This design comes from an exercise in tuning for small area, a short achievable clock period and few clock cycles per item on the open sky130 flow, not from production work.
In this exercise RTL edits were held to simulation tests only and were not proved equivalent to the original.
Power and IR drop assume default switching activity.

`design/flow/config.mk`:
```
export PLATFORM = sky130hd
export DESIGN_NAME = first_fit_buffer_pool_aging
export DESIGN_NICKNAME = first_fit_buffer_pool_aging
export VERILOG_FILES = /design/flow/design.v
export SDC_FILE = /design/flow/constraint.sdc
export NUM_CORES = 4
export LEC_CHECK = 0
export CAP_MARGIN = 20
export CORE_MARGIN = 2
export CORE_UTILIZATION = 40
export SETUP_SLACK_MARGIN = 4.0
export SLEW_MARGIN = 20
export SYNTH_HIERARCHICAL = 1
export TNS_END_PERCENT = 10
```
`design/flow/constraint.sdc`:
```
create_clock -name core_clock -period 7.0 [get_ports {aclk}]
set_input_delay 1.4000 -clock core_clock [delete_from_list [all_inputs] [get_ports {aclk}]]
set_output_delay 1.4000 -clock core_clock [all_outputs]
set_load 0.01 [all_outputs]
```
`design/flow/design.v`:
```
`default_nettype none
package ffbp_pkg;
    localparam int POOL_DEPTH = 16;
    localparam int IDX_W      = (POOL_DEPTH > 1) ? $clog2(POOL_DEPTH) : 1;
    localparam int CNT_W      = $clog2(POOL_DEPTH + 1);
    localparam int DIM_W   = 13;
    localparam int ID_W    = 8;
    localparam int STAMP_W = 32;
    localparam int AGE_W   = 16;
    localparam int KIND_W  = 3;
    localparam logic [AGE_W-1:0] MAX_AGE_RESET = 16'd600;
    localparam logic CMD_ALLOC = 1'b0;
    localparam logic CMD_FREE  = 1'b1;
    localparam logic [KIND_W-1:0] KIND_HIT     = 3'd0;
    localparam logic [KIND_W-1:0] KIND_MISS    = 3'd1;
    localparam logic [KIND_W-1:0] KIND_EVICT   = 3'd2;
    localparam logic [KIND_W-1:0] KIND_STORED  = 3'd3;
    localparam logic [KIND_W-1:0] KIND_DROPPED = 3'd4;
    localparam logic [KIND_W-1:0] KIND_IGNORED = 3'd5;
    typedef struct packed {
        logic [DIM_W-1:0]   width;
        logic [DIM_W-1:0]   height;
        logic [ID_W-1:0]    handle;
        logic [STAMP_W-1:0] stamp;
    } slot_t;
    typedef struct packed {
        logic             push;
        logic             remove;
        logic             clamp;
        logic [IDX_W-1:0] idx;
    } tbl_ctrl_t;
endpackage
`default_nettype wire
`default_nettype none
module ffbp_slot_table (
    input  wire logic        aclk,
    input  wire logic        aresetn,
    input  wire logic        alloc_go,    
    input  wire logic        store_go,    
    input  wire logic [12:0] req_w,       
    input  wire logic [12:0] req_h,       
    input  wire logic [7:0]  wr_id,       
    input  wire logic [31:0] sn,          
    input  wire logic        h_valid,     
    input  wire logic        active,      
    input  wire logic        h_cmd,       
    output logic             load,        
    input  wire logic [12:0] ld_w,        
    input  wire logic [12:0] ld_h,        
    input  wire logic [31:0] ld_now,      
    input  wire logic [31:0] ld_thr,      
    input  wire logic        ld_thr_pos,  
    output logic             full,
    output logic             any_sel,
    output logic             sel_fit,
    output logic [12:0]      sel_w,
    output logic [12:0]      sel_h,
    output logic [7:0]       sel_id
);
    localparam int N = 16;
    logic [N-1:0]         valid_q;
    logic [N-1:0][12:0]   w_q;
    logic [N-1:0][12:0]   h_q;
    logic [N-1:0][7:0]    id_q;
    logic [N-1:0][31:0]   st_q;
    logic [N-1:0][N-1:0]  older_q;
    logic [N-1:0]         flag_q, fitv_q, ahead_q;
    logic [N-1:0] nof, sel, rem, clamp, ins, st_we, dim_we, valid_d;
    logic [N-1:0] fit_d, stale_d, ahead_d;
    logic [N-1:0][N-1:0] older;    
    logic         fit_s, stale_s, ahead_s;
    logic [12:0]  n_ld_w, n_ld_h;
    logic [31:0]  n_ld_now, n_ld_thr;
    assign n_ld_w   = ~ld_w;
    assign n_ld_h   = ~ld_h;
    assign n_ld_now = ~ld_now;
    assign n_ld_thr = ~ld_thr;
    assign full = &valid_q;
    assign load = ~h_valid | (active & (h_cmd | ~any_sel | sel_fit));
    always_comb begin
        logic all_below;
        all_below = 1'b1;
        for (int i = 0; i < N; i++) begin
            ins[i]    = ~valid_q[i] & all_below;
            all_below = all_below & valid_q[i];
        end
    end
    ffbp_slot_cmp u_cmp_s (
        .w (req_w), .h (req_h), .st (sn),
        .ld_w (n_ld_w), .ld_h (n_ld_h), .ld_now (n_ld_now), .ld_thr (n_ld_thr), .ld_thr_pos (ld_thr_pos),
        .fit (fit_s), .stale (stale_s), .ahead (ahead_s)
    );
    for (genvar i = 0; i < N; i++) begin : g_cmp
        logic fit_c, stale_c, ahead_c;
        ffbp_slot_cmp u_cmp (
            .w (w_q[i]), .h (h_q[i]), .st (st_q[i]),
            .ld_w (n_ld_w), .ld_h (n_ld_h), .ld_now (n_ld_now), .ld_thr (n_ld_thr), .ld_thr_pos (ld_thr_pos),
            .fit (fit_c), .stale (stale_c), .ahead (ahead_c)
        );
        assign fit_d[i]   = dim_we[i] ? fit_s   : fit_c;
        assign stale_d[i] = st_we[i]  ? stale_s : stale_c;
        assign ahead_d[i] = st_we[i]  ? ahead_s : ahead_c;
        for (genvar j = 0; j < N; j++) begin : g_old
            if (j < i) begin : g_lt
                assign older[j][i] = older_q[j][i];
            end else if (j > i) begin : g_gt
                assign older[j][i] = ~older_q[i][j];
            end else begin : g_eq
                assign older[j][i] = 1'b0;
            end
        end
    end
    always_comb begin
        for (int i = 0; i < N; i++) begin
            logic any_older;
            any_older = 1'b0;
            for (int j = 0; j < N; j++) begin
                any_older = any_older | (flag_q[j] & older[j][i]);
            end
            nof[i]    = ~any_older;
            sel[i]    = flag_q[i] & nof[i];
            rem[i]    = alloc_go & sel[i];
            clamp[i]  = alloc_go & valid_q[i] & ~flag_q[i] & nof[i] & ahead_q[i];
            dim_we[i] = store_go & ins[i];
            st_we[i]  = dim_we[i] | clamp[i];
        end
    end
    always_comb begin
        any_sel = |flag_q;
        sel_fit = 1'b0;
        sel_w   = '0;
        sel_h   = '0;
        sel_id  = '0;
        for (int i = 0; i < N; i++) begin
            sel_fit = sel_fit | (sel[i] & fitv_q[i]);
            sel_w   = sel_w  | ({13{sel[i]}} & w_q[i]);
            sel_h   = sel_h  | ({13{sel[i]}} & h_q[i]);
            sel_id  = sel_id | ({8{sel[i]}} & id_q[i]);
        end
    end
    assign valid_d = (valid_q & ~rem) | {N{store_go}} & ins;
    always_ff @(posedge aclk) begin
        if (!aresetn) begin
            valid_q <= '0;
        end else begin
            valid_q <= valid_d;
        end
    end
    always_ff @(posedge aclk) begin
        if (load) begin
            flag_q  <= valid_d & (fit_d | stale_d);
            fitv_q  <= valid_d & fit_d;
            ahead_q <= ahead_d;
        end else begin
            flag_q  <= flag_q & ~rem;
            fitv_q  <= fitv_q & ~rem;
        end
    end
    for (genvar i = 0; i < N; i++) begin : g_slot
        always_ff @(posedge aclk) begin
            if (dim_we[i]) begin
                w_q[i]  <= req_w;
                h_q[i]  <= req_h;
                id_q[i] <= wr_id;
            end
            if (st_we[i]) begin
                st_q[i] <= sn;
            end
        end
        for (genvar j = i + 1; j < N; j++) begin : g_age
            always_ff @(posedge aclk) begin
                if (dim_we[j]) begin
                    older_q[i][j] <= 1'b1;
                end else if (dim_we[i]) begin
                    older_q[i][j] <= 1'b0;
                end
            end
        end
    end
endmodule
module ffbp_slot_cmp (
    input  wire logic [12:0] w,
    input  wire logic [12:0] h,
    input  wire logic [31:0] st,
    input  wire logic [12:0] ld_w,
    input  wire logic [12:0] ld_h,
    input  wire logic [31:0] ld_now,
    input  wire logic [31:0] ld_thr,
    input  wire logic        ld_thr_pos,
    output logic             fit,
    output logic             stale,
    output logic             ahead
);
    function automatic logic [1:0] cmp32(input logic [31:0] a, input logic [31:0] nb);
        logic [31:0] g, l;
        g = a & nb;
        l = ~(a | nb);
        for (int s = 1; s < 32; s = s * 2) begin
            for (int i = 0; i + s < 32; i = i + 2 * s) begin
                g[i] = g[i+s] | (~l[i+s] & g[i]);
                l[i] = l[i+s] | (~g[i+s] & l[i]);
            end
        end
        cmp32 = {g[0], l[0]};
    endfunction
    function automatic logic fits(input logic [12:0] w, input logic [12:0] h,
                                  input logic [12:0] rw, input logic [12:0] rh);
        logic [1:0] cw, ch;
        cw = cmp32({19'd0, w}, {19'h7ffff, rw});
        ch = cmp32({19'd0, h}, {19'h7ffff, rh});
        fits = ~cw[0] & ~ch[0];
    endfunction
    function automatic logic [1:0] stamp_cls(input logic [31:0] st, input logic [31:0] thr,
                                             input logic [31:0] now, input logic thr_pos);
        logic [1:0] ct, cn;
        ct = cmp32(st, thr);
        cn = cmp32(st, now);
        stamp_cls = {thr_pos & ct[0], cn[1]};    
    endfunction
    assign fit = fits(w, h, ld_w, ld_h);
    assign {stale, ahead} = stamp_cls(st, ld_thr, ld_now, ld_thr_pos);
endmodule
`default_nettype wire
`default_nettype none
module first_fit_buffer_pool_aging (
    input  wire logic                        aclk,
    input  wire logic                        aresetn,
    input  wire logic                        s_axis_tvalid,
    output logic                             s_axis_tready,
    input  wire logic [103:0]                s_axis_tdata,
    input  wire logic [1:0]                  s_axis_tuser,
    output logic                             m_axis_tvalid,
    input  wire logic                        m_axis_tready,
    output logic [39:0]                      m_axis_tdata,
    output logic [2:0]                       m_axis_tuser,
    output logic                             m_axis_tlast,
    input  wire logic                        cfg_wr_en,
    input  wire logic [ffbp_pkg::AGE_W-1:0]  cfg_wr_data
);
    localparam logic [2:0] KIND_HIT     = 3'd0;
    localparam logic [2:0] KIND_MISS    = 3'd1;
    localparam logic [2:0] KIND_EVICT   = 3'd2;
    localparam logic [2:0] KIND_STORED  = 3'd3;
    localparam logic [2:0] KIND_DROPPED = 3'd4;
    localparam logic [2:0] KIND_IGNORED = 3'd5;
    logic [15:0] max_age_q;
    logic        r0_valid, r1_valid, r1_free;
    logic        r0_cmd, r0_pres, r1_cmd, r1_pres;
    logic [12:0] r0_w, r0_h, r1_w, r1_h;
    logic [7:0]  r0_id, r1_id;
    logic [31:0] r0_sn, r1_sn;      
    logic [31:0] r0_thr;            
    logic        r0_thr_pos;        
    logic        h_valid;
    logic        h_cmd, h_pres;
    logic [12:0] h_w, h_h;
    logic [7:0]  h_id;
    logic [31:0] h_sn;
    logic        out_valid;
    logic [2:0]  out_kind;
    logic [7:0]  out_id;
    logic [12:0] out_w, out_h;
    logic        out_last;
    logic [2:0]  res_kind;
    logic [7:0]  res_id;
    logic [12:0] res_w, res_h;
    logic        res_last;
    logic        o_ready;
    logic [31:0] in_sn;
    logic        accept, active, head_free, r0_free;
    logic        q_cmd, q_pres;
    logic [12:0] q_w, q_h;
    logic [7:0]  q_id;
    logic [31:0] q_sn;
    logic [32:0] q_thr;
    logic full, any_sel, sel_fit;
    logic [12:0] sel_w, sel_h;
    logic [7:0]  sel_id;
    assign s_axis_tready = r1_free;
    assign accept = s_axis_tvalid & r1_free;
    assign in_sn  = s_axis_tuser[0] ? s_axis_tdata[65:34] : s_axis_tdata[97:66];
    assign o_ready   = ~out_valid | m_axis_tready;
    assign active    = h_valid & o_ready;
    assign r0_free   = ~r0_valid | head_free;
    assign q_cmd  = r1_valid ? r1_cmd  : s_axis_tuser[0];
    assign q_pres = r1_valid ? r1_pres : s_axis_tuser[1];
    assign q_w    = r1_valid ? r1_w    : s_axis_tdata[12:0];
    assign q_h    = r1_valid ? r1_h    : s_axis_tdata[25:13];
    assign q_id   = r1_valid ? r1_id   : s_axis_tdata[33:26];
    assign q_sn   = r1_valid ? r1_sn   : in_sn;
    ffbp_sub_age u_sub (
        .a (r1_valid ? r1_sn : s_axis_tdata[97:66]),
        .b (max_age_q),
        .d (q_thr)
    );
    always_ff @(posedge aclk) begin
        if (!aresetn) begin
            h_valid   <= 1'b0;
            r0_valid  <= 1'b0;
            r1_valid  <= 1'b0;
            r1_free   <= 1'b1;
            out_valid <= 1'b0;
            max_age_q <= ffbp_pkg::MAX_AGE_RESET;
        end else begin
            if (head_free) begin
                h_valid <= r0_valid;
            end
            if (r0_free) begin
                r0_valid <= r1_valid | accept;
                r1_valid <= 1'b0;
                r1_free  <= 1'b1;
            end else if (accept) begin
                r1_valid <= 1'b1;
                r1_free  <= 1'b0;
            end
            if (o_ready) begin
                out_valid <= h_valid;
            end
            if (cfg_wr_en) begin
                max_age_q <= cfg_wr_data;
            end
        end
    end
    always_ff @(posedge aclk) begin
        if (accept) begin
            r1_cmd  <= s_axis_tuser[0];
            r1_pres <= s_axis_tuser[1];
            r1_w    <= s_axis_tdata[12:0];
            r1_h    <= s_axis_tdata[25:13];
            r1_id   <= s_axis_tdata[33:26];
            r1_sn   <= in_sn;
        end
        if (r0_free) begin
            r0_cmd     <= q_cmd;
            r0_pres    <= q_pres;
            r0_w       <= q_w;
            r0_h       <= q_h;
            r0_id      <= q_id;
            r0_sn      <= q_sn;
            r0_thr     <= q_thr[31:0];
            r0_thr_pos <= ~q_thr[32];
        end
        if (head_free) begin
            h_cmd  <= r0_cmd;
            h_pres <= r0_pres;
            h_w    <= r0_w;
            h_h    <= r0_h;
            h_id   <= r0_id;
            h_sn   <= r0_sn;
        end
    end
    always_comb begin
        if (h_cmd) begin
            res_last = 1'b1;
            if (!h_pres) begin
                res_kind = KIND_IGNORED;
                res_id   = '0;
                res_w    = '0;
                res_h    = '0;
            end else begin
                res_kind = full ? KIND_DROPPED : KIND_STORED;
                res_id   = h_id;
                res_w    = h_w;
                res_h    = h_h;
            end
        end else if (any_sel) begin
            res_kind = sel_fit ? KIND_HIT : KIND_EVICT;
            res_last = sel_fit;
            res_id   = sel_id;
            res_w    = sel_w;
            res_h    = sel_h;
        end else begin
            res_kind = KIND_MISS;
            res_last = 1'b1;
            res_id   = '0;
            res_w    = h_w;
            res_h    = h_h;
        end
    end
    always_ff @(posedge aclk) begin
        if (active) begin
            out_kind <= res_kind;
            out_id   <= res_id;
            out_w    <= res_w;
            out_h    <= res_h;
            out_last <= res_last;
        end
    end
    ffbp_slot_table u_table (
        .aclk     (aclk),
        .aresetn  (aresetn),
        .alloc_go (active & ~h_cmd),
        .store_go (active & h_cmd & h_pres & ~full),
        .req_w    (h_w),
        .req_h    (h_h),
        .wr_id    (h_id),
        .sn       (h_sn),
        .h_valid  (h_valid),
        .active   (active),
        .h_cmd    (h_cmd),
        .load     (head_free),
        .ld_w     (r0_w),
        .ld_h     (r0_h),
        .ld_now   (r0_sn),
        .ld_thr   (r0_thr),
        .ld_thr_pos (r0_thr_pos),
        .full     (full),
        .any_sel  (any_sel),
        .sel_fit  (sel_fit),
        .sel_w    (sel_w),
        .sel_h    (sel_h),
        .sel_id   (sel_id)
    );
    assign m_axis_tvalid = out_valid;
    assign m_axis_tdata  = {6'b0, out_h, out_w, out_id};
    assign m_axis_tuser  = out_kind;
    assign m_axis_tlast  = out_last;
endmodule
module ffbp_sub_age (
    input  wire logic [31:0] a,
    input  wire logic [15:0] b,
    output logic [32:0]      d
);
    function automatic logic [32:0] sub_age(input logic [31:0] a, input logic [15:0] b);
        logic [15:0] g, p, c;
        logic [15:0] z;
        logic [15:0] hi_dec;
        logic        bout;
        g = ~a[15:0] & b;
        p = ~(a[15:0] ^ b);
        for (int s = 1; s < 16; s = s * 2) begin
            for (int i = 15; i >= s; i--) begin
                g[i] = g[i] | (p[i] & g[i-s]);
                p[i] = p[i] & p[i-s];
            end
        end
        c[0] = 1'b0;
        for (int i = 1; i < 16; i++) c[i] = g[i-1];
        bout = g[15];
        z = ~a[31:16];
        for (int s = 1; s < 16; s = s * 2) begin
            for (int i = 15; i >= s; i--) begin
                z[i] = z[i] & z[i-s];
            end
        end
        hi_dec[0] = ~a[16];
        for (int i = 1; i < 16; i++) hi_dec[i] = a[16+i] ^ z[i-1];
        sub_age[15:0]  = a[15:0] ^ b ^ c;
        sub_age[31:16] = bout ? hi_dec : a[31:16];
        sub_age[32]    = bout & z[15];
    endfunction
    assign d = sub_age(a, b);
endmodule
`default_nettype wire
```
`design/flow/flow/run.sh`:
```
#!/bin/bash
# The standard layout, except that ports are buffered with buf_2 cells
# instead of the delay buffers buffer_ports picks by default; every input
# and output port still gets its own buffer. Each step's output goes to a
# log file of its own in the work folder.
set -euo pipefail
bash standard.sh synth > synth.log 2>&1
bash standard.sh "BUFFER_PORTS_ARGS=-buffer_cell sky130_fd_sc_hd__buf_2" finish > layout.log 2>&1
```
`design/flow/standard.sh`:
```
#!/bin/bash
# synth_recipe.tcl (not shown) runs the flow's synth.tcl, then flattens the netlist and writes it again
# the make line also repeats each setting of config.mk as NAME=value (left out here)
make -C /OpenROAD-flow-scripts/flow DESIGN_CONFIG=/design/flow/config.mk WORK_HOME=/design/flow/orfs CLKGATE_MAP_FILE= SYNTH_SCRIPT=/design/flow/synth_recipe.tcl "${@:-finish}"
```
==> metrics.md, run 1 <==
| Metric | Value |
|---|---|
| Status | no timing/DRC/antenna violations |
| Core Area | 204000 sq um |
| Register area share after synthesis | 54.1% |
| Gr ovfl total | 0 |
| Most used DFF post-synth | edfxtp_1 |
| Post-Synthesis Cells | 7566 |
| First-pass DRT Iterations | 14 |
| Pleak | 33.9 nW |
| Starting Density | 40.1% |
| WP data arrival | 4050 ps |
| CTS tree | built |
| Gpl congestion | 0.942 |
| RSZ-0062 raised after global routing | yes |
| Cell Rows | 166 |
| Clk slew on worst S/H paths | 70 ps |
| Clock power frac | 39.2% |
| Crit start category | flip-flop |
| TNS Setup | 0 ps |
| First-pass GRT wire length | 465000 um |
| Combinational share of power | 16.1% |
| PnR worst setup slack | 3720 ps |
| CTS root buf | clkbuf_16 |
| Max Slew Vio Count | 0 |
| Drt total wl | 332000 um |
| ANT nets after route | 0 |
| Vias in the first global route | 68300 |
| Cts hold-fix bufs | 0 |
| Switching Power | 6.64 mW |
| Fin nets | 8429 |
| Mapped Area | 81800 sq um |
| Total track usage | 30.0% |
| Final hold violations | 0 |
| Max IR drop VDD | 0.261 mV |
| Actual slew at the worst max-slew pin | 1120 ps |
| Commonest cells after routing, fill and taps aside | edfxtp_1 (1347), nand2_1 (719), o21ai_0 (663) |
| Reg power frac | 44.7% |
| Post-route clock skew | 45.0 ps |
| Residual DRC | 0 |
| Num CTS Buffers | 169 |
| PwrDens | 232 nW/um^2 |
| Initial antenna violation count | 19 |
| Hold/Removal Path Class | reg2reg |
| Routed vias | 75700 |
| Setup slack at placement | 1520 ps |
| Die Width | 456 um |
| Flops & latches, synth | 1536 |
| Syn. warnings | 10 |
| Crit. End Element | flip-flop |
| Sw frac | 28.6% |
| Unique masters post-synth | 103 |
| Number of port buffers | 160 |
| Layout cells sized above 1 | 20.2% |
| DP HPWL | 193000 um |
| Most common cell after layout, fill and taps aside | edfxtp_1 |
| H-Tree Depth | 4 |
| Clock sinks | 1536 |
| Post-synth EDFFs | 1347 |
| Max_cap viols | 0 |
| Area delta synth->final | 22.4% |
| Internal cell power | 16.6 mW |
| Required @ worst endpoint | 7770 ps |
| Tmin final | 3280 ps |
| Die area | 208000 sq um |
| Worst setup path class | reg2reg |
| FMAX | 305 MHz |
| Iteration-0 DRC Markers | 11900 |
| Mapped Avg Cell Area | 10.8 sq um |
| Worst-skew pair later-pin latency | 850 ps |
| Fillers | 17900 |
| Tcrit/Tclk final | 46.9% |
| Largest net degree at the start of global routing | 69 |
| Worst slew margin | 24.8% |
| Clk buf depth | 3 |
| Crit path max fanout | 11 |
| Die Y | 456 um |
| Ports | 173 |
| Setup-failing EPs final | 0 |
| Async SR Flop Fraction | 0% |
| WL/cell | 29.8 um |
| Via density | 6.81 |
## final timing paths
| path | start | to | slack [ps] | cells after the start |
|---|---|---|---|---|
| worst max register to register | r0_h[10]$_DFFE_PP_ | u_table.fitv_q[15]$_DFF_P_ | 3720 | 14 |
| worst min register to register | r0_id[2]$_DFFE_PP_ | h_id[2]$_DFFE_PP_ | 420 | 0 |
| worst max-delay path | r0_h[10]$_DFFE_PP_ | u_table.fitv_q[15]$_DFF_P_ | 3720 | 14 |
| worst min-delay path | r0_id[2]$_DFFE_PP_ | h_id[2]$_DFFE_PP_ | 420 | 0 |
## power groups by stage
stage | sequential (mW) | clock, mW | combinational (mW)
floorplan | 10.6 | 0 | 1.86
global placement | 10.6 | 0 | 3.05
detailed placement | 10.6 | 0 | 3.11
CTS | 10.4 | 9.19 | 3.53
global route | 10.4 | 9.54 | 3.95
finish | 10.4 | 9.12 | 3.75
## cells by family after synthesis
group | synth area share (%)
XOR/XNOR | 0.278
adder cells (fa/ha/maj) | 3.30
multiplexers | 3.35
buffers and inverters | 2.13
other | 0.00458
AO/OA/AOI/OAI | 27.5
flip-flops | 54.1
AND/OR/NAND/NOR | 9.34
## Yosys cell counts (18+ instances only)
| library cell | instances | area share (%) |
|---|---|---|
| edfxtp_1 | 1347 | 49 |
| nand2_1 | 733 | 3.4 |
| o21ai_0 | 714 | 4.4 |
| a21oi_1 | 702 | 4.3 |
| a31oi_1 | 473 | 3.6 |
| nor2_1 | 416 | 1.9 |
| o31ai_1 | 323 | 3.0 |
| a221oi_1 | 256 | 2.7 |
| dfxtp_1 | 189 | 4.6 |
| inv_1 | 189 | 0.87 |
| o22ai_1 | 178 | 1.4 |
| maj3_1 | 170 | 2.1 |
| a22o_1 | 161 | 1.7 |
| mux2_2 | 124 | 1.7 |
| a22oi_1 | 123 | 1.1 |
| clkbuf_1 | 106 | 0.49 |
| nor3_1 | 94 | 0.57 |
| mux2i_1 | 86 | 1.1 |
| nand2b_1 | 79 | 0.60 |
| o211ai_1 | 76 | 0.70 |
| maj3_2 | 68 | 0.94 |
| buf_2 | 65 | 0.40 |
| nor2b_1 | 63 | 0.48 |
| nand4_1 | 62 | 0.47 |
| nand3_1 | 57 | 0.35 |
| a211oi_1 | 56 | 0.51 |
| or3_1 | 45 | 0.34 |
| o2bb2ai_1 | 44 | 0.47 |
| o2111ai_1 | 39 | 0.42 |
| a222oi_1 | 38 | 0.46 |
| and3_1 | 38 | 0.29 |
| and2_1 | 34 | 0.26 |
| mux2_4 | 32 | 0.59 |
| a32oi_1 | 24 | 0.26 |
| a211o_1 | 21 | 0.22 |
| xor2_1 | 20 | 0.21 |
| a2111oi_0 | 19 | 0.20 |
| o21bai_1 | 19 | 0.17 |
| o31a_1 | 18 | 0.19 |
## metrics by stage
step | instances | hold slack [ps] | power [mW] | cell area [sq um] | utilization, %
global placement | 10400 | 409 | 13.6 | 86700 | 42.5
CTS | 11000 | 422 | 23.1 | 98400 | 48.2
global route | 11100 | 436 | 23.9 | 100000 | 49.1
detailed placement | 10400 | 415 | 13.7 | 86700 | 42.5
floorplan | 7571 | 400 | 12.4 | 82000 | -
finish | 11100 | 425 | 23.3 | 100000 | 49.1
## area by class of cell
| type | instances | area [sq um] | share of cell area (%) |
|---|---|---|---|
| well taps | 2688 | 3360 | 3.36 |
| repair inverters | 18 | 136 | 0.136 |
| inverters | 197 | 1020 | 1.02 |
| repair buffers | 715 | 7210 | 7.20 |
| diodes | 16 | 40.0 | 0.0400 |
| clock inverters | 101 | 1110 | 1.11 |
| clock buffers | 213 | 4460 | 4.45 |
| multi-input cells | 5647 | 38500 | 38.5 |
| flip-flops and latches | 1536 | 44300 | 44.2 |
## state kept, by name, summed over array words and instances, names as in the netlist, 16 cells and up
signal,cells
h_sn,32
max_age_q,16
r0_sn,32
r0_thr,32
r1_sn,32
u_table.ahead_q,16
u_table.fitv_q,16
u_table.flag_q,16
u_table.h_q,208
u_table.id_q,128
u_table.older,120
u_table.st_q,512
u_table.valid_q,16
u_table.w_q,208
## metal layers
metal / GRT usage (%) / wire length (um) / share of wire, % / vias to the layer above
met1: 38.9 / 124000 / 37 / 37100
met5: 0 / 57 / 0.017 / -
met2: 46.5 / 148000 / 45 / 5221
li1: - / - / - / 32400
met3: 5.83 / 37700 / 11 / 1079
met4: 17.8 / 22300 / 6.7 / 10
## per-module statistics from Yosys, one instance, submodules excluded
module	flip-flops and latches	area, sq um	times used
ffbp_slot_cmp	0	1480	17
ffbp_sub_age	0	1310	1
first_fit_buffer_pool_aging	296	11500	1
ffbp_slot_table	1240	44000	1
## what timing repair did
action                                  4_1_cts  5_1_grt
endpoints found under the hold margin         0        0
setup buffers                               244       82
cloned                                       50       12
endpoints found under the setup margin     1342      929
pin swaps                                   130       86
resized for setup                           675      177
## worst max-delay path, stage by stage, from the launching register on
cell and delay, ps:
edfxtp_1 380, buf_6 150, clkinvlp_4 160, buf_4 150, buf_12 120, nand2_1 100, a221oi_4 420, o21ai_1 120
or3_4 400, a21oi_4 280, o22ai_1 130, nor3_2 330, buf_4 170, a32oi_2 90, mux2i_1 190
Testbench counts, summed over its fixed seeds: cycles 5,764, items 4,800.
==> run 2, diff against run 1 <==
--- a/design/flow/design.v
+++ b/design/flow/design.v
@@ -45,6 +45,7 @@
     input  wire logic        active,      
     input  wire logic        h_cmd,       
     output logic             load,        
+    input  wire logic        ld_free,     
     input  wire logic [12:0] ld_w,        
     input  wire logic [12:0] ld_h,        
     input  wire logic [31:0] ld_now,      
@@ -66,7 +67,7 @@
     logic [N-1:0][N-1:0]  older_q;
     logic [N-1:0]         flag_q, fitv_q, ahead_q;
     logic [N-1:0] nof, sel, rem, clamp, ins, st_we, dim_we, valid_d;
-    logic [N-1:0] fit_d, stale_d, ahead_d;
+    logic [N-1:0] flag_d, fitv_d, ahead_d;
     logic [N-1:0][N-1:0] older;    
     logic         fit_s, stale_s, ahead_s;
     logic [12:0]  n_ld_w, n_ld_h;
@@ -75,16 +76,12 @@
     assign n_ld_h   = ~ld_h;
     assign n_ld_now = ~ld_now;
     assign n_ld_thr = ~ld_thr;
-    assign full = &valid_q;
+    ffbp_lowest_free u_free (
+        .valid (valid_q),
+        .ins   (ins),
+        .full  (full)
+    );
     assign load = ~h_valid | (active & (h_cmd | ~any_sel | sel_fit));
-    always_comb begin
-        logic all_below;
-        all_below = 1'b1;
-        for (int i = 0; i < N; i++) begin
-            ins[i]    = ~valid_q[i] & all_below;
-            all_below = all_below & valid_q[i];
-        end
-    end
     ffbp_slot_cmp u_cmp_s (
         .w (req_w), .h (req_h), .st (sn),
         .ld_w (n_ld_w), .ld_h (n_ld_h), .ld_now (n_ld_now), .ld_thr (n_ld_thr), .ld_thr_pos (ld_thr_pos),
@@ -97,9 +94,14 @@
             .ld_w (n_ld_w), .ld_h (n_ld_h), .ld_now (n_ld_now), .ld_thr (n_ld_thr), .ld_thr_pos (ld_thr_pos),
             .fit (fit_c), .stale (stale_c), .ahead (ahead_c)
         );
-        assign fit_d[i]   = dim_we[i] ? fit_s   : fit_c;
-        assign stale_d[i] = st_we[i]  ? stale_s : stale_c;
-        assign ahead_d[i] = st_we[i]  ? ahead_s : ahead_c;
+        ffbp_flag_next u_next (
+            .fit_c (fit_c), .stale_c (stale_c), .ahead_c (ahead_c),
+            .fit_s (fit_s), .stale_s (stale_s), .ahead_s (ahead_s),
+            .dim_we (dim_we[i]), .st_we (st_we[i]), .keep (valid_d[i] & ~ld_free),
+            .load (load), .rem (rem[i]),
+            .flag_q (flag_q[i]), .fitv_q (fitv_q[i]), .ahead_q (ahead_q[i]),
+            .flag_d (flag_d[i]), .fitv_d (fitv_d[i]), .ahead_d (ahead_d[i])
+        );
         for (genvar j = 0; j < N; j++) begin : g_old
             if (j < i) begin : g_lt
                 assign older[j][i] = older_q[j][i];
@@ -147,14 +149,9 @@
         end
     end
     always_ff @(posedge aclk) begin
-        if (load) begin
-            flag_q  <= valid_d & (fit_d | stale_d);
-            fitv_q  <= valid_d & fit_d;
-            ahead_q <= ahead_d;
-        end else begin
-            flag_q  <= flag_q & ~rem;
-            fitv_q  <= fitv_q & ~rem;
-        end
+        flag_q  <= flag_d;
+        fitv_q  <= fitv_d;
+        ahead_q <= ahead_d;
     end
     for (genvar i = 0; i < N; i++) begin : g_slot
         always_ff @(posedge aclk) begin
@@ -178,6 +175,47 @@
         end
     end
 endmodule
+module ffbp_lowest_free (
+    input  wire logic [15:0] valid,
+    output logic [15:0]      ins,
+    output logic             full
+);
+    always_comb begin
+        for (int i = 0; i < 16; i++) begin
+            ins[i] = ~valid[i];
+            for (int j = 0; j < i; j++) begin
+                ins[i] = ins[i] & valid[j];
+            end
+        end
+    end
+    assign full = &valid;
+endmodule
+module ffbp_flag_next (
+    input  wire logic fit_c,
+    input  wire logic stale_c,
+    input  wire logic ahead_c,
+    input  wire logic fit_s,
+    input  wire logic stale_s,
+    input  wire logic ahead_s,
+    input  wire logic dim_we,
+    input  wire logic st_we,
+    input  wire logic keep,
+    input  wire logic load,
+    input  wire logic rem,
+    input  wire logic flag_q,
+    input  wire logic fitv_q,
+    input  wire logic ahead_q,
+    output logic      flag_d,
+    output logic      fitv_d,
+    output logic      ahead_d
+);
+    logic fit, stale;
+    assign fit     = dim_we ? fit_s : fit_c;
+    assign stale   = st_we ? stale_s : stale_c;
+    assign flag_d  = load ? (keep & (fit | stale)) : (flag_q & ~rem);
+    assign fitv_d  = load ? (keep & fit) : (fitv_q & ~rem);
+    assign ahead_d = load ? (st_we ? ahead_s : ahead_c) : ahead_q;
+endmodule
 module ffbp_slot_cmp (
     input  wire logic [12:0] w,
     input  wire logic [12:0] h,
@@ -266,6 +304,7 @@
     logic [12:0] res_w, res_h;
     logic        res_last;
     logic        o_ready;
+    logic        use_h;
     logic [31:0] in_sn;
     logic        accept, active, head_free, r0_free;
     logic        q_cmd, q_pres;
@@ -349,32 +388,20 @@
             h_sn   <= r0_sn;
         end
     end
+    assign use_h  = h_cmd ? h_pres : ~any_sel;
+    assign res_id = sel_id | (h_id & {8{h_cmd & h_pres}});
+    assign res_w  = sel_w | (h_w & {13{use_h}});
+    assign res_h  = sel_h | (h_h & {13{use_h}});
     always_comb begin
         if (h_cmd) begin
             res_last = 1'b1;
-            if (!h_pres) begin
-                res_kind = KIND_IGNORED;
-                res_id   = '0;
-                res_w    = '0;
-                res_h    = '0;
-            end else begin
-                res_kind = full ? KIND_DROPPED : KIND_STORED;
-                res_id   = h_id;
-                res_w    = h_w;
-                res_h    = h_h;
-            end
+            res_kind = !h_pres ? KIND_IGNORED : (full ? KIND_DROPPED : KIND_STORED);
         end else if (any_sel) begin
             res_kind = sel_fit ? KIND_HIT : KIND_EVICT;
             res_last = sel_fit;
-            res_id   = sel_id;
-            res_w    = sel_w;
-            res_h    = sel_h;
         end else begin
             res_kind = KIND_MISS;
             res_last = 1'b1;
-            res_id   = '0;
-            res_w    = h_w;
-            res_h    = h_h;
         end
     end
     always_ff @(posedge aclk) begin
@@ -399,6 +426,7 @@
         .active   (active),
         .h_cmd    (h_cmd),
         .load     (head_free),
+        .ld_free  (r0_cmd),
         .ld_w     (r0_w),
         .ld_h     (r0_h),
         .ld_now   (r0_sn),
==> metrics.md, run 2 <==
| Metric | Value |
|---|---|
| Residual DRC | 0 (unchanged) |
| Cts hold-fix bufs | 0 (unchanged) |
| Gpl congestion | 0.927 (-1.6%) |
| FMAX | 305 MHz (about the same) |
| Crit path max fanout | 4 (-7) |
| Layout cells sized above 1 | 17.0% (-3.2 points) |
| WL/cell | 29.5 um (-1.2%) |
| Register area | 44100 sq um (-0.39%) |
| Terminus of the critical flop-to-flop path | u_table.flag_q[15]$_DFF_P_ |
| H-Tree Depth | 4 (unchanged) |
| Top Registers | u_table.st_q x512, u_table.h_q x208, u_table.w_q x208 |
| Via density | 6.74 (-0.92%) |
| Starting Density | 40.2% (+0.087 points) |
| Syn. warnings | 11 (+1) |
| Most used DFF post-synth | edfxtp_1 |
| TNS Setup | 0 ps (unchanged) |
| WP data arrival | 4070 ps (+20 ps) |
| Gr ovfl total | 0 (unchanged) |
| Worst slew margin | 24.6% (-0.27 points) |
| Num CTS Buffers | 168 (-0.59%) |
| CTS root buf | clkbuf_16 |
| Unique masters post-synth | 87 (-16%) |
| Ports | 173 (unchanged) |
| Most common cell after layout, fill and taps aside | edfxtp_1 |
| First-pass DRT Iterations | 11 (-3) |
| Area delta synth->final | 18.7% |
| Grt met2 use | 46.9% (+0.38 points) |
| Cell with the most instances after synthesis | edfxtp_1 |
| DP HPWL | 196000 um (+1.4%) |
| Clk buf depth | 3 (unchanged) |
| Min-delay src | r0_id[1]$_DFFE_PP_ |
| Crit. End Element | flip-flop |
| Clk slew on worst S/H paths | 60 ps (about the same) |
| Core Area | 202000 sq um (-1.0%) |
| Worst setup path class | reg2reg |
| Slowest cell on the critical path | a221oi_4 |
| Crit start category | flip-flop |
| Async SR Flop Fraction | 0% (unchanged) |
| FF-to-FF setup slack | 3720 ps (about the same) |
| Fin nets | 8236 (-2.3%) |
| Required @ worst endpoint | 7780 ps (about the same) |
| Worst-skew pair later-pin latency | 850 ps (about the same) |
| Iteration-0 DRC Markers | 10400 (-12%) |
| Max reg flops | 512 (unchanged) |
| Worst hold path endpoint | h_id[1]$_DFFE_PP_ |
| Max incr delay on CP | 630 ps (+210 ps) |
| Mapped Area | 81200 sq um (-0.79%) |
| Number of port buffers | 160 (unchanged) |
| Top cells by area, synth | edfxtp_1 (49%), dfxtp_1 (5.1%), o21ai_0 (4.7%), a21oi_1 (4.5%), a31oi_1 (3.5%) |
| Tmin final | 3280 ps (+2.11 ps) |
| Post-route clock skew | 41.3 ps (-3.70 ps) |
| Largest net degree at the start of global routing | 69 (unchanged) |
| Fillers | 18000 (+0.16%) |
| PwrDens | 238 nW/um^2 (+2.4%) |
| Register area share after synthesis | 54.3% (+0.24 points) |
| Yosys top cell area share | 49.2% (-0.20 points) |
| Commonest cells after routing, fill and taps aside | edfxtp_1 (1331), a21oi_1 (709), o21ai_0 (688) |
| Most used routing layer | met2 |
| Max Slew Vio Count | 0 (unchanged) |
| Final hold violations | 0 (unchanged) |
| Max IR drop VDD | 0.249 mV (-4.6%) |
| Total track usage | 29.6% (-0.34 points) |
| Register bank with the most flops | u_table.st_q |
| Routed vias | 73600 (-2.8%) |
| Hold/Removal Path Class | reg2reg |
| RSZ-0062 raised after global routing | yes |
| Post-synth top area cell | edfxtp_1 |
| Setup-failing EPs final | 0 (unchanged) |
| Clock sinks | 1536 (unchanged) |
| Hold path depth | 0 (unchanged) |
| ANT nets after route | 0 (unchanged) |
| Tcrit/Tclk final | 46.9% (about the same) |
| Cell Rows | 165 (-0.60%) |
| Initial antenna violation count | 21 (+2) |
| Post-Synthesis Cells | 7538 (-0.37%) |
| Crit path cell chain | clkinv_4, buf_6, o31ai_4, nand2_1, maj3_2, maj3_2, a31oi_4, o21bai_4, a221oi_4, mux2i_2, a21oi_1, a21o_1 |
| Die Y | 454 um (-0.39%) |
| Mapped Avg Cell Area | 10.8 sq um (-0.43%) |
| R2R cell count | 12 (-2) |
| Cell with the most instances on the worst path | maj3_2 |
| Drt total wl | 322000 um (-3.2%) |
| Max_cap viols | 0 (unchanged) |
| Die area | 207000 sq um (-0.79%) |
| Most instantiated cells after synthesis | edfxtp_1 (1331), o21ai_0 (768), a21oi_1 (731) |
| Actual slew at the worst max-slew pin | 1130 ps (+11.5 ps) |
| Post-synth EDFFs | 1331 (-1.2%) |
| CTS tree | built |
| Grt met1 use | 37.1% (-1.8 points) |
| Status | no timing/DRC/antenna violations |
| Reg-to-reg critical path startpoint | r0_thr[5]$_DFFE_PP_ |
| Multi-input gate area | 37100 sq um (-3.6%) |
| Vias in the first global route | 66600 (-2.5%) |
| Final Power | 22.9 mW (-1.5%) |
| Die Width | 454 um (-0.39%) |
| Pleak | 32.8 nW (-3.4%) |
| First-pass GRT wire length | 451000 um (-3.1%) |
| Flops & latches, synth | 1536 (unchanged) |
| Met3 GRT Util | 5.90% (+0.067 points) |
==> run 2: changes by cell type in the layout (fill, tap and decap cells not counted), moves of 37 or more <==
cell	before	now
buf_4	345	250
inv_1	114	189
nand2_1	719	649
a21oi_1	652	709
nand2b_1	78	23
buf_12	81	44
nor2_1	413	450
==> run 2: critical path, delay by kind of cell, from the launching register on <==
family                     cells  cell delay [ps]
adders and majority gates      2              690
DFF                            1              410
muxes                          1              170
and+or+nand+nor                1               80
buffers and inverters          2              300
AOI/OAI and AO/OA              6             1560
==> run 2: worst max-delay path by stage <==
stage / from / endpoint / slack (ps) / cells after the start
after floorplan: m_axis_tready / r0_cmd$_DFFE_PP_ / 550 / 5
after global placement: m_axis_tready / u_table.h_q[188]$_DFFE_PP_ / 1980 / 6
after detailed placement: m_axis_tready / u_table.h_q[190]$_DFFE_PP_ / 1920 / 6
after CTS: u_table.valid_q[3]$_SDFF_PN0_ / u_table.flag_q[13]$_DFF_P_ / 3840 / 11
after global routing: r0_h[8]$_DFFE_PP_ / u_table.flag_q[3]$_DFF_P_ / 3640 / 12
final: r0_thr[5]$_DFFE_PP_ / u_table.flag_q[15]$_DFF_P_ / 3720 / 12
==> run 2: what timing repair did <==
| item | CTS | global route |
|---|---|---|
| endpoints found under the setup margin | 1445 | 575 |
| resized for setup | 449 | 170 |
| cloned | 27 | 9 |
| buffers inserted | 132 | 47 |
| endpoints found under the hold margin | 0 | 0 |
| pin swaps | 99 | 59 |
==> run 2: layout make-up <==
| cell class | count | area share, % |
|---|---|---|
| sequential | 1536 | 45.8 |
| multi-input combinational | 5561 | 38.5 |
| timing repair buffer | 543 | 5.23 |
| clock buffer | 210 | 4.64 |
| tap | 2672 | 3.47 |
| inverter | 270 | 1.26 |
| clock inverter | 98 | 0.929 |
| timing repair inverter | 11 | 0.0714 |
| antenna | 14 | 0.0364 |
==> run 2: where the power goes <==
| part | internal, mW | switching [mW] |
|---|---|---|
| registers | 10.2 | 0.211 |
| clock network | 4.87 | 3.96 |
| logic | 1.20 | 2.47 |
==> run 2: metal layers <==
metal | routed length, um | part of all wire, %
met1 | 119000 | 37
met2 | 147000 | 46
met3 | 32700 | 10
met4 | 22800 | 7.1
met5 | 86 | 0.027
==> run 2: through the flow <==
stage	hold WS (ps)	worst slack (ps)	utilization [%]	area, sq um	cells
final	417	3720	47.7	96300	10900
after global routing	419	3640	47.7	96300	10900
after CTS	409	3840	47.1	95100	10800
after detailed placement	413	1920	42.6	85900	10400
after global placement	404	1980	42.6	85900	10400
after floorplan	400	549	-	81200	7543
==> run 2: per-module statistics from Yosys, one instance, submodules excluded <==
module / flops+latches / cells
ffbp_lowest_free: 0 / 30
ffbp_slot_cmp: 0 / 247
ffbp_slot_table: 1240 / 2350
ffbp_flag_next: 0 / 11
first_fit_buffer_pool_aging: 296 / 604
ffbp_sub_age: 0 / 179
==> run 2: cells by family after synthesis <==
group	Yosys count	share of synthesized area, %
DFF	1536	54.3
muxes	198	2.78
adders and majority gates	256	3.33
and+or+nand+nor	1566	8.56
xor gates and xnor gates	26	0.281
buffers and inverters	447	2.54
AOI/OAI and AO/OA	3508	28.2
other	1	0.00462
Testbench counts of run 2, summed over its fixed seeds: cycles 5,764, items 4,800.
==> run 3, diff against run 2 <==
--- a/design/flow/design.v
+++ b/design/flow/design.v
@@ -51,6 +51,7 @@
     input  wire logic [31:0] ld_now,      
     input  wire logic [31:0] ld_thr,      
     input  wire logic        ld_thr_pos,  
+    input  wire logic        ld_thr_b,    
     output logic             full,
     output logic             any_sel,
     output logic             sel_fit,
@@ -84,14 +85,14 @@
     assign load = ~h_valid | (active & (h_cmd | ~any_sel | sel_fit));
     ffbp_slot_cmp u_cmp_s (
         .w (req_w), .h (req_h), .st (sn),
-        .ld_w (n_ld_w), .ld_h (n_ld_h), .ld_now (n_ld_now), .ld_thr (n_ld_thr), .ld_thr_pos (ld_thr_pos),
+        .ld_w (n_ld_w), .ld_h (n_ld_h), .ld_now (n_ld_now), .ld_thr (n_ld_thr), .ld_thr_pos (ld_thr_pos), .ld_thr_b (ld_thr_b),
         .fit (fit_s), .stale (stale_s), .ahead (ahead_s)
     );
     for (genvar i = 0; i < N; i++) begin : g_cmp
         logic fit_c, stale_c, ahead_c;
         ffbp_slot_cmp u_cmp (
             .w (w_q[i]), .h (h_q[i]), .st (st_q[i]),
-            .ld_w (n_ld_w), .ld_h (n_ld_h), .ld_now (n_ld_now), .ld_thr (n_ld_thr), .ld_thr_pos (ld_thr_pos),
+            .ld_w (n_ld_w), .ld_h (n_ld_h), .ld_now (n_ld_now), .ld_thr (n_ld_thr), .ld_thr_pos (ld_thr_pos), .ld_thr_b (ld_thr_b),
             .fit (fit_c), .stale (stale_c), .ahead (ahead_c)
         );
         ffbp_flag_next u_next (
@@ -225,6 +226,7 @@
     input  wire logic [31:0] ld_now,
     input  wire logic [31:0] ld_thr,
     input  wire logic        ld_thr_pos,
+    input  wire logic        ld_thr_b,
     output logic             fit,
     output logic             stale,
     output logic             ahead
@@ -249,14 +251,21 @@
         fits = ~cw[0] & ~ch[0];
     endfunction
     function automatic logic [1:0] stamp_cls(input logic [31:0] st, input logic [31:0] thr,
-                                             input logic [31:0] now, input logic thr_pos);
-        logic [1:0] ct, cn;
-        ct = cmp32(st, thr);
-        cn = cmp32(st, now);
-        stamp_cls = {thr_pos & ct[0], cn[1]};    
+                                             input logic [31:0] now, input logic thr_pos,
+                                             input logic thr_b);
+        logic [1:0] cnh, ctl, cnl;
+        logic       eqn_hi, eqt_hi, ltt_hi;
+        cnh    = cmp32({16'd0, st[31:16]}, {16'hffff, now[31:16]});
+        ctl    = cmp32({16'd0, st[15:0]},  {16'hffff, thr[15:0]});
+        cnl    = cmp32({16'd0, st[15:0]},  {16'hffff, now[15:0]});
+        eqn_hi = ~(cnh[1] | cnh[0]);
+        eqt_hi = &(st[31:16] ^ thr[31:16]);
+        ltt_hi = cnh[0] & ~(thr_b & eqt_hi);
+        stamp_cls = {thr_pos & (ltt_hi | (eqt_hi & ctl[0])),    
+                     cnh[1] | (eqn_hi & cnl[1])};                
     endfunction
     assign fit = fits(w, h, ld_w, ld_h);
-    assign {stale, ahead} = stamp_cls(st, ld_thr, ld_now, ld_thr_pos);
+    assign {stale, ahead} = stamp_cls(st, ld_thr, ld_now, ld_thr_pos, ld_thr_b);
 endmodule
 `default_nettype wire
 `default_nettype none
@@ -289,6 +298,7 @@
     logic [31:0] r0_sn, r1_sn;      
     logic [31:0] r0_thr;            
     logic        r0_thr_pos;        
+    logic        r0_thr_b;          
     logic        h_valid;
     logic        h_cmd, h_pres;
     logic [12:0] h_w, h_h;
@@ -312,6 +322,7 @@
     logic [7:0]  q_id;
     logic [31:0] q_sn;
     logic [32:0] q_thr;
+    logic        q_thr_b;
     logic full, any_sel, sel_fit;
     logic [12:0] sel_w, sel_h;
     logic [7:0]  sel_id;
@@ -330,7 +341,8 @@
     ffbp_sub_age u_sub (
         .a (r1_valid ? r1_sn : s_axis_tdata[97:66]),
         .b (max_age_q),
-        .d (q_thr)
+        .d (q_thr),
+        .bout (q_thr_b)
     );
     always_ff @(posedge aclk) begin
         if (!aresetn) begin
@@ -378,6 +390,7 @@
             r0_sn      <= q_sn;
             r0_thr     <= q_thr[31:0];
             r0_thr_pos <= ~q_thr[32];
+            r0_thr_b   <= q_thr_b;
         end
         if (head_free) begin
             h_cmd  <= r0_cmd;
@@ -432,6 +445,7 @@
         .ld_now   (r0_sn),
         .ld_thr   (r0_thr),
         .ld_thr_pos (r0_thr_pos),
+        .ld_thr_b (r0_thr_b),
         .full     (full),
         .any_sel  (any_sel),
         .sel_fit  (sel_fit),
@@ -447,9 +461,10 @@
 module ffbp_sub_age (
     input  wire logic [31:0] a,
     input  wire logic [15:0] b,
-    output logic [32:0]      d
+    output logic [32:0]      d,
+    output logic             bout    
 );
-    function automatic logic [32:0] sub_age(input logic [31:0] a, input logic [15:0] b);
+    function automatic logic [33:0] sub_age(input logic [31:0] a, input logic [15:0] b);
         logic [15:0] g, p, c;
         logic [15:0] z;
         logic [15:0] hi_dec;
@@ -476,7 +491,8 @@
         sub_age[15:0]  = a[15:0] ^ b ^ c;
         sub_age[31:16] = bout ? hi_dec : a[31:16];
         sub_age[32]    = bout & z[15];
+        sub_age[33]    = bout;
     endfunction
-    assign d = sub_age(a, b);
+    assign {bout, d} = sub_age(a, b);
 endmodule
 `default_nettype wire
==> metrics.md, run 3 <==
| Metric | Value |
|---|---|
| Max Slew Vio Count | 0 (unchanged) |
| Routed vias | 74300 (+0.97%) |
| Fillers | 18000 (+0.45%) |
| First-pass DRT Iterations | 8 (-3) |
| Hold/Removal Path Class | reg2reg |
| Post-synth top area cell | edfxtp_1 |
| Setup-failing EPs final | 0 (unchanged) |
| Fin nets | 8336 (+1.2%) |
| CTS root buf | clkbuf_16 |
| Most instantiated cells after synthesis | edfxtp_1 (1332), a21oi_1 (603), o21ai_0 (583) |
| Clk buf depth | 3 (unchanged) |
| Mapped Area | 82700 sq um (+1.9%) |
| CTS tree | built |
| Cell Rows | 166 (+0.61%) |
| Crit path max fanout | 35 (+31) |
| Largest net degree at the start of global routing | 69 (unchanged) |
| Crit start category | flip-flop |
| Vias in the first global route | 66800 (+0.25%) |
| RSZ-0062 raised after global routing | yes |
| Gpl congestion | 0.951 (+2.6%) |
| Final Power | 23.7 mW (+3.5%) |
| Actual slew at the worst max-slew pin | 1220 ps (+86.2 ps) |
| Required @ worst endpoint | 7520 ps (-260 ps) |
| Area delta synth->final | 20.6% |
| Gr ovfl total | 0 (unchanged) |
| Most used DFF post-synth | edfxtp_1 |
| Post-route clock skew | 40.5 ps (-0.794 ps) |
| Mapped Avg Cell Area | 11.0 sq um (+2.0%) |
| Unique masters post-synth | 90 (+3.4%) |
| Max_cap viols | 0 (unchanged) |
| Clock power frac | 39.0% (+0.5 points) |
| ANT nets after route | 0 (unchanged) |
| Die area | 210000 sq um (+1.9%) |
| Final hold violations | 0 (unchanged) |
| Combinational share of power | 17.3% (+1.3 points) |
| Commonest cells after routing, fill and taps aside | edfxtp_1 (1332), a21oi_1 (561), o21ai_0 (532) |
| Sw frac | 29.0% (about the same) |
| Worst Path Buf+Inv | 4 (+2) |
| Via density | 6.74 (about the same) |
| Reg power frac | 43.7% (-1.7 points) |
| Tcrit/Tclk final | 45.9% (-0.97 points) |
| Top Registers | u_table.st_q x512, u_table.h_q x208, u_table.w_q x208 |
| FMAX | 311 MHz (+2.1%) |
| Crit path cell chain | clkinvlp_4, o21ai_0, nor4_2, buf_4, and3_2, buf_8, a22o_1, a221oi_1, nand4_1, inv_1, o31ai_1 |
| Number of port buffers | 160 (unchanged) |
| Die Width | 459 um (+0.94%) |
| Worst-skew pair later-pin latency | 860 ps (about the same) |
| Switching Power | 6.87 mW (+3.5%) |
| Pleak | 35.4 nW (+7.8%) |
| H-Tree Depth | 4 (unchanged) |
| Total track usage | 29.8% (+0.20 points) |
| Async SR Flop Fraction | 0% (unchanged) |
| Tmin final | 3210 ps (-68.2 ps) |
| Worst slew margin | 18.7% (-5.8 points) |
| Clock sinks | 1537 (+0.065%) |
| Top cells by area, synth | edfxtp_1 (48%), dfxtp_1 (5.0%), a21oi_1 (3.6%), o21ai_0 (3.5%), xor2_1 (3.0%) |
| Iteration-0 DRC Markers | 11800 (+13%) |
| Ports | 173 (unchanged) |
| Status | no timing/DRC/antenna violations |
| Residual DRC | 0 (unchanged) |
| TNS Setup | 0 ps (unchanged) |
| DP HPWL | 197000 um (+0.55%) |
| Yosys top cell area share | 48.4% (-0.88 points) |
| Cell with the most instances after synthesis | edfxtp_1 |
| Delay-heaviest family, CP | compound AO/OA/AOI/OAI gates |
| Max reg flops | 512 (unchanged) |
| Flops & latches, synth | 1537 (+0.065%) |
| Most common cell after layout, fill and taps aside | edfxtp_1 |
| Layout cells sized above 1 | 19.9% (+2.8 points) |
| Max IR drop VDD | 0.254 mV (+2.0%) |
| Slowest cell on the critical path | dfxtp_4 |
| Starting Density | 40.4% (+0.14 points) |
| Max incr delay on CP | 440 ps (-190 ps) |
| Register area share after synthesis | 53.3% (-0.97 points) |
| WL/cell | 30.2 um (+2.4%) |
| Post-Synthesis Cells | 7527 (-0.15%) |
| Crit. End Element | flip-flop |
| Post-synth EDFFs | 1332 (+0.075%) |
| Register bank with the most flops | u_table.st_q |
| Die Y | 459 um (+0.94%) |
| Worst setup path class | reg2reg |
| Syn. warnings | 11 (unchanged) |
| First-pass GRT wire length | 461000 um (+2.2%) |
| Num CTS Buffers | 171 (+1.8%) |
| PwrDens | 238 nW/um^2 (about the same) |
| WP data arrival | 3740 ps (-330 ps) |
| Initial antenna violation count | 11 (-48%) |
| Drt total wl | 333000 um (+3.5%) |
| Clk slew on worst S/H paths | 60 ps (about the same) |
| Internal cell power | 16.8 mW (+3.5%) |
| Core Area | 205000 sq um (+1.5%) |
run 3: cell count changes after synthesis, sizes merged, moves of 105 or more:
cell and delta:
a211oi +122, nand2 -171, xor2 +267, a21oi -111, maj3 -153, a31oi -187
o21ai -172, o22ai -105
run 3: cell type report:
class	instances	area, sq um	area share, %
Sequential cell	1537	44200	44.3
Multi-Input combinational cell	5521	38800	38.9
Timing Repair Buffer	604	5900	5.91
Clock buffer	208	4610	4.63
Tap cell	2688	3360	3.37
Inverter	338	1610	1.61
Clock inverter	110	1130	1.13
Timing Repair inverter	18	136	0.137
Antenna cell	7	17.5	0.0176
run 3: per-stage QoR:
step                      utilization, %  hold slack [ps]  std cells  instance area [sq um]  setup slack (ps)
after CTS                           47.6              421      10900                  97600              3940
after floorplan                        -              400       7532                  82800               537
after detailed placement            42.9              407      10400                  87900              2280
final                               48.6              420      11000                  99700              3790
after global routing                48.6              424      11000                  99700              3810
after global placement              42.9              409      10400                  87900              2290
run 3: routing by layer:
metal / global-route usage [%] / wire length [um] / up-vias
met2: 43.9 / 141000 / 5005
met3: 6.92 / 41400 / 857
met5: 0 / 37 / -
met1: 41.7 / 133000 / 36600
li1: - / - / 31800
met4: 13.3 / 17200 / 6
run 3: worst reg2reg max path: stages (launching register included):
cell and delay (ps):
dfxtp_4 440, clkinvlp_4 200, o21ai_0 260, nor4_2 60
buf_4 150, and3_2 250, buf_8 260, a22o_1 330
a221oi_1 430, nand4_1 240, inv_1 110, o31ai_1 150
run 3: timing repair:
item | 4_1_cts | 5_1_grt
endpoints found under the hold margin | 0 | 0
gates cloned | 29 | 16
pin swaps | 50 | 47
buffers inserted | 137 | 75
hold buffers | 0 | 0
endpoints found under the setup margin | 1428 | 475
resized for setup | 530 | 292
run 3: Yosys stat by module, one instance, submodules excluded:
module                       cells inside  copies in the design  flops+latches  area (sq um)
ffbp_lowest_free                       30                     1              0           191
ffbp_sub_age                          167                     1              0          1220
ffbp_slot_table                      2350                     1           1240         42200
ffbp_flag_next                         11                    16              0          67.6
ffbp_slot_cmp                         247                    17              0          1570
first_fit_buffer_pool_aging           605                     1            297         11400
run 3: path summary, 6_finish.rpt:
kind | from | end | slack (ps) | cells after the start
min reg2reg | r0_id[6]$_DFFE_PP_ | h_id[6]$_DFFE_PP_ | 420 | 0
max reg2reg | u_table.flag_q[6]$_DFF_P_ | out_w[7]$_DFFE_PN_ | 3790 | 11
max | u_table.flag_q[6]$_DFF_P_ | out_w[7]$_DFFE_PN_ | 3790 | 11
min | r0_id[6]$_DFFE_PP_ | h_id[6]$_DFFE_PP_ | 420 | 0
run 3: cell families after synthesis:
kind of cell	share of synthesized area, %
AOI/OAI and AO/OA	27.6
and+or+nand+nor	9.24
muxes	2.73
DFF	53.3
other	0.00453
adders and majority gates	1.36
buffers and inverters	2.60
xor gates and xnor gates	3.17
run 3: power groups by stage:
stage                     logic, mW  registers (mW)  clock network [mW]
after global placement         3.32            10.6                   0
after global routing           4.30            10.4                9.69
after detailed placement       3.40            10.6                   0
final                          4.10            10.4                9.25
after floorplan                2.01            10.6                   0
after CTS                      3.72            10.4                9.35
Testbench counts of run 3, summed over its fixed seeds: cycles 5,764, items 4,800.

==> re-timing with driven ports <==
How much do the figures lean on ideal ports? The routed layouts below were timed once more, with nothing changed but the port constraints.
Step 1, drivers: a clkbuf_16 drives aclk and a buf_2 each remaining input, both assumed.
Step 2, shift: input delay + t, output delay - t, t = (earliest + latest rising clock arrival at the registers) / 2. This alone moves slack from input paths to output paths.
Slacks: no drivers / after step 1 / after step 2; pairs: no drivers / after step 1.
run | shift t [ns] | setup WS [ns] | clock arrival spread, ns
run 1 | 0.922 | 3.720 / 3.720 / 2.939 | 0.045 / 0.045
run 2 | 0.925 | 3.718 / 3.718 / 3.033 | 0.041 / 0.042
run 3 | 0.935 | 3.786 / 3.786 / 3.033 | 0.043 / 0.044
After both steps setup and hold are still met in every run listed. For run 1, which loses most, drivers alone change the setup slack by 0.000 ns; drivers and shift together by -0.781 ns.
